This design comes from an exercise in tuning for small area, a short achievable clock period and few clock cycles per item on the open sky130 flow, not from production work.
In this exercise RTL edits were held to simulation tests only and were not proved equivalent to the original.
Power and IR drop assume default switching activity.

==> flow/design.v (excerpt) <==
module md5_core(
    input  logic         clk,
    input  logic         reset_n,
    input  logic         start_i,
    input  logic [511:0] msg_i,
    output logic [127:0] digest_o,
    output logic         done_o
);
==> flow/config.mk <==
export PLATFORM = sky130hd
export DESIGN_NAME = md5_core
export DESIGN_NICKNAME = md5_core
export VERILOG_FILES = /design/flow/design.v
export SDC_FILE = /design/flow/constraint.sdc
export NUM_CORES = 4
export LEC_CHECK = 0
export CAP_MARGIN = 20
export CORE_MARGIN = 2
export CORE_UTILIZATION = 40
export SLEW_MARGIN = 20
export SYNTH_HIERARCHICAL = 1
export SYNTH_MINIMUM_KEEP_SIZE = 0
==> flow/constraint.sdc <==
create_clock -name core_clock -period 11.0 [get_ports {clk}]
set_input_delay 2.2000 -clock core_clock [delete_from_list [all_inputs] [get_ports {clk}]]
set_output_delay 2.2000 -clock core_clock [all_outputs]
set_load 0.01 [all_outputs]
standard.sh (not shown) runs the stock make flow with config.mk's settings and CLKGATE_MAP_FILE= SYNTH_SCRIPT=/design/flow/synth_recipe.tcl, a recipe that flattens the netlist after the stock synthesis.
==> flow/flow/run.sh <==
#!/bin/bash
# Standard ORFS layout, with plain buf_1 cells as port buffers, a tighter
# setup-repair target and a clock tree with larger sink clusters and no
# dummy loads; every tool's output is kept in the ORFS logs and in
# standard.log.
set -euo pipefail
export BUFFER_PORTS_ARGS="-buffer_cell sky130_fd_sc_hd__buf_1"
export SETUP_SLACK_MARGIN=6.0
export CTS_ARGS="-sink_clustering_enable -repair_clock_nets -dont_use_dummy_load -sink_clustering_size 14 -sink_clustering_max_diameter 70 -buf_list {sky130_fd_sc_hd__clkbuf_4 sky130_fd_sc_hd__clkbuf_8}"
bash standard.sh > standard.log 2>&1
The starting point completed with no timing, DRC or antenna violations.
Testbench counts at the start, summed over its fixed seeds: cycles 12,488, items 192.
Edit:
==> flow/flow/run.sh (replaced) <==
#!/bin/bash
# Standard ORFS layout, with plain buf_1 cells as port buffers, a tighter
# setup-repair target and a clock tree with larger sink clusters and no
# dummy loads; every tool's output is kept in the ORFS logs and in
# standard.log.
set -euo pipefail
export BUFFER_PORTS_ARGS="-buffer_cell sky130_fd_sc_hd__buf_1"
export SETUP_SLACK_MARGIN=6.3
export CTS_ARGS="-sink_clustering_enable -repair_clock_nets -dont_use_dummy_load -sink_clustering_size 16 -sink_clustering_max_diameter 80 -buf_list {sky130_fd_sc_hd__clkbuf_4 sky130_fd_sc_hd__clkbuf_8}"
bash standard.sh > standard.log 2>&1
=>
- design area goes up by about 1.8%
- power went up by about 4%
- critical path depth rose by 1
- area after synthesis does not change
- clock power went down by about 7%
- flip-flop and latch count does not change
- fmax went up by about 5%
- global-route usage falls by 0.13 points
- worst setup slack is better by 0.25 ns
- non-clock buffer count went up by 59
- via count grows by about 1.2%
Edit:
--- a/flow/flow/run.sh
+++ b/flow/flow/run.sh
@@ -6,5 +6,5 @@
 set -euo pipefail
 export BUFFER_PORTS_ARGS="-buffer_cell sky130_fd_sc_hd__buf_1"
-export SETUP_SLACK_MARGIN=6.3
+export SETUP_SLACK_MARGIN=7
 export CTS_ARGS="-sink_clustering_enable -repair_clock_nets -dont_use_dummy_load -sink_clustering_size 16 -sink_clustering_max_diameter 80 -buf_list {sky130_fd_sc_hd__clkbuf_4 sky130_fd_sc_hd__clkbuf_8}"
 bash standard.sh > standard.log 2>&1
The changed run went through all stages and came out clean.
Register-to-register slack improves by 0.19 ns.
Routed wire length goes up by 4.5%.
Design area increases by 3.8%.

---

job 1909:
Another version of the RTL of md5_core (not shown whole).
For scale: roughly 4600 cells after synthesis, roughly 640 I/O pins, ~45000 µm² of cells after synthesis.
export LEC_CHECK = 0
export CAP_MARGIN = 20
export CORE_MARGIN = 2
export CORE_UTILIZATION = 40
export SLEW_MARGIN = 20
export SYNTH_HIERARCHICAL = 1
export SYNTH_MINIMUM_KEEP_SIZE = 0
create_clock -name core_clock -period 11.0 [get_ports {clk}]
==> flow/flow/run.sh <==
#!/bin/bash
# Standard ORFS layout, with plain buf_1 cells as port buffers, a tighter
# setup-repair target and a clock tree with larger sink clusters and no
# dummy loads; every tool's output is kept in the ORFS logs and in
# standard.log.
set -euo pipefail
export BUFFER_PORTS_ARGS="-buffer_cell sky130_fd_sc_hd__buf_1"
export SETUP_SLACK_MARGIN=6.4
export CTS_ARGS="-sink_clustering_enable -repair_clock_nets -dont_use_dummy_load -sink_clustering_size 16 -sink_clustering_max_diameter 80 -buf_list {sky130_fd_sc_hd__clkbuf_4 sky130_fd_sc_hd__clkbuf_8}"
bash standard.sh > standard.log 2>&1
Testbench counts of job 1909, summed over its fixed seeds: cycles 12,488, items 192.
[inputs] job 5747 vs job 1909
Settings: CTS_BUF_LIST newly set to sky130_fd_sc_hd__clkbuf_4 sky130_fd_sc_hd__clkbuf_8.
==> flow/flow/run.sh <==
#!/bin/bash
# Standard ORFS layout, with plain buf_1 cells as port buffers and a
# tighter setup-repair target; every tool's output is kept in the ORFS logs
# and in standard.log.
set -euo pipefail
export BUFFER_PORTS_ARGS="-buffer_cell sky130_fd_sc_hd__buf_1"
export SETUP_SLACK_MARGIN=7
bash standard.sh > standard.log 2>&1
[summary]
Higher area of combinational cells with multiple inputs goes to job 5747 over job 1909. Clock power, job 1909 and job 5747: higher on job 5747. Post-place instance area grows slightly when moving from job 1909 to job 5747. Against job 1909, job 5747 comes in 13 points higher on synthesis-to-layout area growth. Job 5747 against job 1909: cell area climbed about 11%, final period demand of the worst path decreased by 0.16 ns relative to the old numbers.
The following lists how job 4652 was set up differently from job 5747:
Settings: CTS_BUF_LIST removed (was sky130_fd_sc_hd__clkbuf_4 sky130_fd_sc_hd__clkbuf_8).
==> flow/flow/run.sh <==
#!/bin/bash
# Standard ORFS layout, with plain buf_1 cells as port buffers, a tighter
# setup-repair target and a clock tree with larger sink clusters and no
# dummy loads; every tool's output is kept in the ORFS logs and in
# standard.log.
set -euo pipefail
export BUFFER_PORTS_ARGS="-buffer_cell sky130_fd_sc_hd__buf_1"
export SETUP_SLACK_MARGIN=5.6
export CTS_ARGS="-sink_clustering_enable -repair_clock_nets -dont_use_dummy_load -sink_clustering_size 16 -sink_clustering_max_diameter 80 -buf_list {sky130_fd_sc_hd__clkbuf_4 sky130_fd_sc_hd__clkbuf_8}"
bash standard.sh > standard.log 2>&1
## What came out
- | total length of routed wires | job 4652 vs job 5747 | 7.0% lower |
- Wire length of the first global-routing pass: job 4652 vs job 5747 down 18000 µm
- Against job 5747, job 4652 comes in 0.54 ns lower on post-layout worst setup margin.
- Per the comparison of job 4652 with job 5747, clock network fraction of total power shows a reduction of 4.7 points, initial standard-cell utilization of the core shows no meaningful change.
Inputs modified between job 4652 and job 8406:
Settings: CORE_UTILIZATION changed from 40 to 50.
diff --git a/flow/flow/run.sh b/flow/flow/run.sh
--- a/flow/flow/run.sh
+++ b/flow/flow/run.sh
@@ -7,3 +7,3 @@
 export BUFFER_PORTS_ARGS="-buffer_cell sky130_fd_sc_hd__buf_1"
-export SETUP_SLACK_MARGIN=5.6
+export SETUP_SLACK_MARGIN=6.2
 export CTS_ARGS="-sink_clustering_enable -repair_clock_nets -dont_use_dummy_load -sink_clustering_size 16 -sink_clustering_max_diameter 80 -buf_list {sky130_fd_sc_hd__clkbuf_4 sky130_fd_sc_hd__clkbuf_8}"
--- outcome ---
Taking job 4652 as the reference, in job 8406 post-route core utilization grew by 13 points; wire length on met2 -about 1.7%. Looking at routing usage on met1 across job 8406 and job 4652, the one that comes out higher is job 8406. As of job 8406, area enclosed by the die boundary had fallen by more than 10% compared to job 4652. [compare] base=job 4652 new=job 8406: fraction of layout cells with a size suffix above 1 grew by 4.7 points; routed wirelength normalized by instance count grew by 3.2%; sequential portion of the cell area shrank by 0.82 points; register area grew by about 0.7%. Taking job 4652 as the reference, in job 8406 number of fill cells fell 2826; relative area change from synthesis to final layout moved up.
### job 8406 -> job 316
Settings: a change of CORE_UTILIZATION from 50 to 40.
diff --git a/flow/flow/run.sh b/flow/flow/run.sh
--- a/flow/flow/run.sh
+++ b/flow/flow/run.sh
@@ -7,3 +7,3 @@
 export BUFFER_PORTS_ARGS="-buffer_cell sky130_fd_sc_hd__buf_1"
-export SETUP_SLACK_MARGIN=6.2
+export SETUP_SLACK_MARGIN=7
 export CTS_ARGS="-sink_clustering_enable -repair_clock_nets -dont_use_dummy_load -sink_clustering_size 16 -sink_clustering_max_diameter 80 -buf_list {sky130_fd_sc_hd__clkbuf_4 sky130_fd_sc_hd__clkbuf_8}"
Results
- The depth of the most critical reg-to-reg path of job 316 falls short of that of job 8406 by 2.
- Compared with job 8406, job 316 supports a higher clock frequency.
- Job 316 does worse than job 8406 on power.
- Logic gate share of total power: job 316 and job 8406 compared, higher one is job 316
#### Input delta (job 6679 over job 316)
diff --git a/flow/flow/run.sh b/flow/flow/run.sh
--- a/flow/flow/run.sh
+++ b/flow/flow/run.sh
@@ -7,3 +7,3 @@
 export BUFFER_PORTS_ARGS="-buffer_cell sky130_fd_sc_hd__buf_1"
-export SETUP_SLACK_MARGIN=7
+export SETUP_SLACK_MARGIN=6.2
 export CTS_ARGS="-sink_clustering_enable -repair_clock_nets -dont_use_dummy_load -sink_clustering_size 16 -sink_clustering_max_diameter 80 -buf_list {sky130_fd_sc_hd__clkbuf_4 sky130_fd_sc_hd__clkbuf_8}"
### Flow results
Job 316 and job 6679 ended up with nearly the same total placed cells including tap cells. On number of ordinary inverters in the final layout, job 316 and job 6679 are basically level. Relative to job 316, final cell count decreased by 1.3% in job 6679. Job 6679 reports a lower global-route met1 utilization than job 316 does. Looking at slowest cell on the critical path, the sky130_fd_sc_hd__fa_1 result is from job 6679; the sky130_fd_sc_hd__a2111o_1 one comes from job 316. Post-layout minimum cycle time, job 316 and job 6679, higher one = job 6679. Clock transition at the registers of the reported paths delta (job 316 -> job 6679): insignificant. Via count on job 6679 is ahead of job 316. Looking at worst vdd rail ir drop across both flows, job 6679 is the weaker of the two, with job 316 ahead. Diff job 316 -> job 6679: sequential share of layout area higher, share of the clock period used by the worst path after layout roughly the same.

what the ideal ports hide:
No port has a modelled driver above. Below, the same layouts with a new extraction and two added sets of constraints.
Step 1 assumes that a clkbuf_16 drives the clock port and a buf_2 every other input.
Step 2, shift: input delay + t, output delay - t, t = (earliest + latest rising clock arrival at the registers) / 2. This alone moves slack from input paths to output paths.
Slacks: ideal / step 1 / step 2; pairs: ideal / step 1.
| run | t (ns) | setup WS [ns] | worst setup path at the end | latest minus earliest clock arrival (ns) |
|---|---|---|---|---|
| the first run of note 1 | 0.802 | 6.047 / 6.047 / 6.047 | register to register | 0.163 / 0.162 |
| the second run of note 1 | 0.783 | 6.295 / 6.295 / 6.295 | register to register | 0.107 / 0.107 |
| the third run of note 1 | 0.787 | 6.486 / 6.486 / 6.486 | register to register | 0.093 / 0.093 |
| job 1909 | 0.764 | 6.054 / 6.054 / 6.054 | register to register | 0.111 / 0.111 |
| job 5747 | 0.931 | 6.218 / 6.218 / 6.218 | register to register | 0.062 / 0.063 |
| job 4652 | 0.804 | 5.680 / 5.680 / 5.680 | register to register | 0.100 / 0.100 |
| job 8406 | 0.763 | 6.111 / 6.111 / 6.111 | register to register | 0.096 / 0.096 |
| job 316 | 0.820 | 6.254 / 6.254 / 6.254 | register to register | 0.089 / 0.090 |
| job 6679 | 0.789 | 6.245 / 6.245 / 6.245 | register to register | 0.134 / 0.134 |
After both steps every run listed still meets setup and hold.
